This design comes from an exercise in tuning for small area and a short achievable clock period on the open sky130 flow, not from production work.
At most, simulation tests tie the RTL to the original design; equivalence was not proved.
Power and IR drop assume default switching activity.

wip/lagoon:
Design imem_prog_store, start of the top module:
module imem_prog_store #(
  parameter int                INST_W  = 9,
  parameter int                PC_W    = 8,
  parameter int                ADDR_W  = 8,
  parameter int                NPROG   = 4,
  parameter logic [INST_W-1:0] HALT_OP = '1,
  parameter int                SEL_W   = (NPROG > 1) ? $clog2(NPROG) : 1
) (
  input  logic              CLK,
  input  logic              reset_n,
  input  logic              clr,
  input  logic              ld_start,
  input  logic [SEL_W-1:0]  ld_slot,
  input  logic              ld_valid,
  input  logic [INST_W-1:0] ld_data,
  input  logic              ld_last,
  output logic              ld_ready,
  output logic              ld_err,
  input  logic              fetch_en,
  input  logic [SEL_W-1:0]  prog_sel,
  input  logic [PC_W-1:0]   PC,
  output logic              fetch_rdy,
  output logic [INST_W-1:0] inst,
  output logic              inst_vld
);
Size: ~5500 cells after synthesis, about 2400 flip-flops, ~41 I/O pins, roughly 0.091 sq mm of cells after synthesis.
==> flow/config.mk <==
export PLATFORM = sky130hd
export DESIGN_NAME = imem_prog_store
export DESIGN_NICKNAME = imem_prog_store
export VERILOG_FILES = /design/flow/design.v
export SDC_FILE = /design/flow/constraint.sdc
export NUM_CORES = 4
export LEC_CHECK = 0
export CAP_MARGIN = 20
export CORE_MARGIN = 2
export CORE_UTILIZATION = 40
export SETUP_SLACK_MARGIN = 3.5
export SLEW_MARGIN = 20
export SYNTH_HIERARCHICAL = 1
==> flow/constraint.sdc <==
create_clock -name core_clock -period 5.5 [get_ports {CLK}]
set_input_delay 1.1000 -clock core_clock [delete_from_list [all_inputs] [get_ports {CLK}]]
set_output_delay 1.1000 -clock core_clock [all_outputs]
set_load 0.01 [all_outputs]
run.sh (not shown) runs the stock make flow with config.mk's settings and CLKGATE_MAP_FILE= SYNTH_SCRIPT=/design/flow/synth_recipe.tcl, a recipe that flattens the netlist after the stock synthesis.
Edits applied to the flow inputs when going from wip/lagoon to wip/yarrow:
Settings: changing SETUP_SLACK_MARGIN from 3.5 to 2.5; changing CORE_UTILIZATION from 40 to 55.
### Flow results
Going from wip/lagoon to wip/yarrow, tightest slew margin relative to the limit grows by 5.0 points.
met2 wire length in wip/yarrow is about 10% below wip/lagoon.
Looking at area added between synthesis and finish, wip/yarrow sits 14 points below wip/lagoon.
In the flow results for wip/lagoon and wip/yarrow, the non-clock buffer count is smaller on wip/yarrow.
Between wip/yarrow and wip/lagoon, it is wip/yarrow whose global-route wire length before repair is lower, by 9.0%.
Modified inputs, wip/xenon compared to wip/yarrow
Settings: CORE_UTILIZATION changed from 55 to 40.
### Flow results
- Re maximum fanout count along the critical path: wip/xenon is 9 up on wip/yarrow.
- Comparing wip/xenon and wip/yarrow, the higher worst-case setup margin in the final layout is on wip/yarrow.
- Per-cell routed wire length, wip/xenon vs wip/yarrow: down by a little under 10%
- Number of buffers inserted during clock tree synthesis for wip/xenon is lower than for wip/yarrow.
- Delta(count of non-filler cells in the finished layout, wip/xenon - wip/yarrow) > 0
- In the reports for wip/xenon and wip/yarrow, the larger critical path depth belongs to wip/xenon.

* * *

v25:
Another version of the RTL of imem_prog_store (not shown whole).
For scale: roughly 2,400 flip-flops, about 41 I/O pins, roughly 0.094 mm² of cells after synthesis.
// imem_prog_store
module imem_prog_store #(
  parameter int                INST_W  = 9,
  parameter int                PC_W    = 8,
  parameter int                ADDR_W  = 8,
  parameter int                NPROG   = 4,
  parameter logic [INST_W-1:0] HALT_OP = '1,
  parameter int                SEL_W   = (NPROG > 1) ? $clog2(NPROG) : 1
) (
  input  logic              CLK,
  input  logic              reset_n,
  input  logic              clr,
  input  logic              ld_start,
  input  logic [SEL_W-1:0]  ld_slot,
  input  logic              ld_valid,
  input  logic [INST_W-1:0] ld_data,
  input  logic              ld_last,
  output logic              ld_ready,
  output logic              ld_err,
  input  logic              fetch_en,
  input  logic [SEL_W-1:0]  prog_sel,
  input  logic [PC_W-1:0]   PC,
  output logic              fetch_rdy,
  output logic [INST_W-1:0] inst,
  output logic              inst_vld
);
make LEC_CHECK=0 CAP_MARGIN=20 CORE_MARGIN=2 CORE_UTILIZATION=40 CTS_BUF_LIST=sky130_fd_sc_hd__clkbuf_8 CTS_CLUSTER_SIZE=30 SETUP_SLACK_MARGIN=1.5 SLEW_MARGIN=20 finish   # period 5.5 ns
Edits applied to the flow inputs when going from v25 to v3:
- a deleted CTS_CLUSTER_SIZE that had been 30
- a deleted SETUP_SLACK_MARGIN that had been 1.5
- a deleted CTS_BUF_LIST that had been sky130_fd_sc_hd__clkbuf_8
[summary]
Final total power was higher in the run labelled v3.
v3 vs v25: post-detailed-route via-to-cell ratio up slightly
The total of plain and repair buffers excluding clock buffers of v3 is higher than that of v25.
Relative to v25, the combinational group share of total power of v3 is lower by 1.3 points.
Design area delta (v25 -> v3): insignificant
Compared to v25, v3 has met1 global-route usage 0.76 points lower.
In the tables for v3 and v25, number of placed cells counting well taps reads higher with v3.
Cmp v3 vs v25: highest net fanout along the worst path lower in v3
Clock network power share, v3 and v25: smaller value in v25
Status: routed length per instance parity (v3, v25)
No functional check of the RTL was part of any run of this note.

separate check: timing with driven ports:
No port has a modelled driver above. Below, the same layouts with a new extraction and two added sets of constraints. Step 1, drivers: a clkbuf_16 drives CLK and a buf_2 each remaining input, both assumed. Step 2 moves the port delays by t, midway between the first and last clock arrival at a register: inputs arrive t later, outputs are due t later. That takes back most of the time a late clock gives input paths. Three values: no drivers, after step 1, after step 2; two values: the first two.
| run | t (ns) | setup WS [ns] | latest minus earliest clock arrival (ns) | worst data-port slew with drivers (ns) |
|---|---|---|---|---|
| wip/lagoon | 0.993 | 1.975 / 1.875 / 1.068 | 0.042 / 0.042 | 0.08 |
| wip/yarrow | 0.943 | 2.007 / 1.918 / 1.106 | 0.041 / 0.041 | 0.14 |
| wip/xenon | 0.943 | 1.981 / 1.971 / 1.029 | 0.057 / 0.057 | 0.15 |
| v25 | 1.140 | 1.258 / 1.298 / 0.158 | 0.114 / 0.114 | 0.06 |
| v3 | 0.958 | 0.203 / 0.259 / -0.699 | 0.039 / 0.038 | 0.10 |
Met with ideal ports but missed after step 2: setup timing in v3. For v25, which loses most, drivers alone change the setup slack by +0.040 ns; drivers and shift together by -1.100 ns.
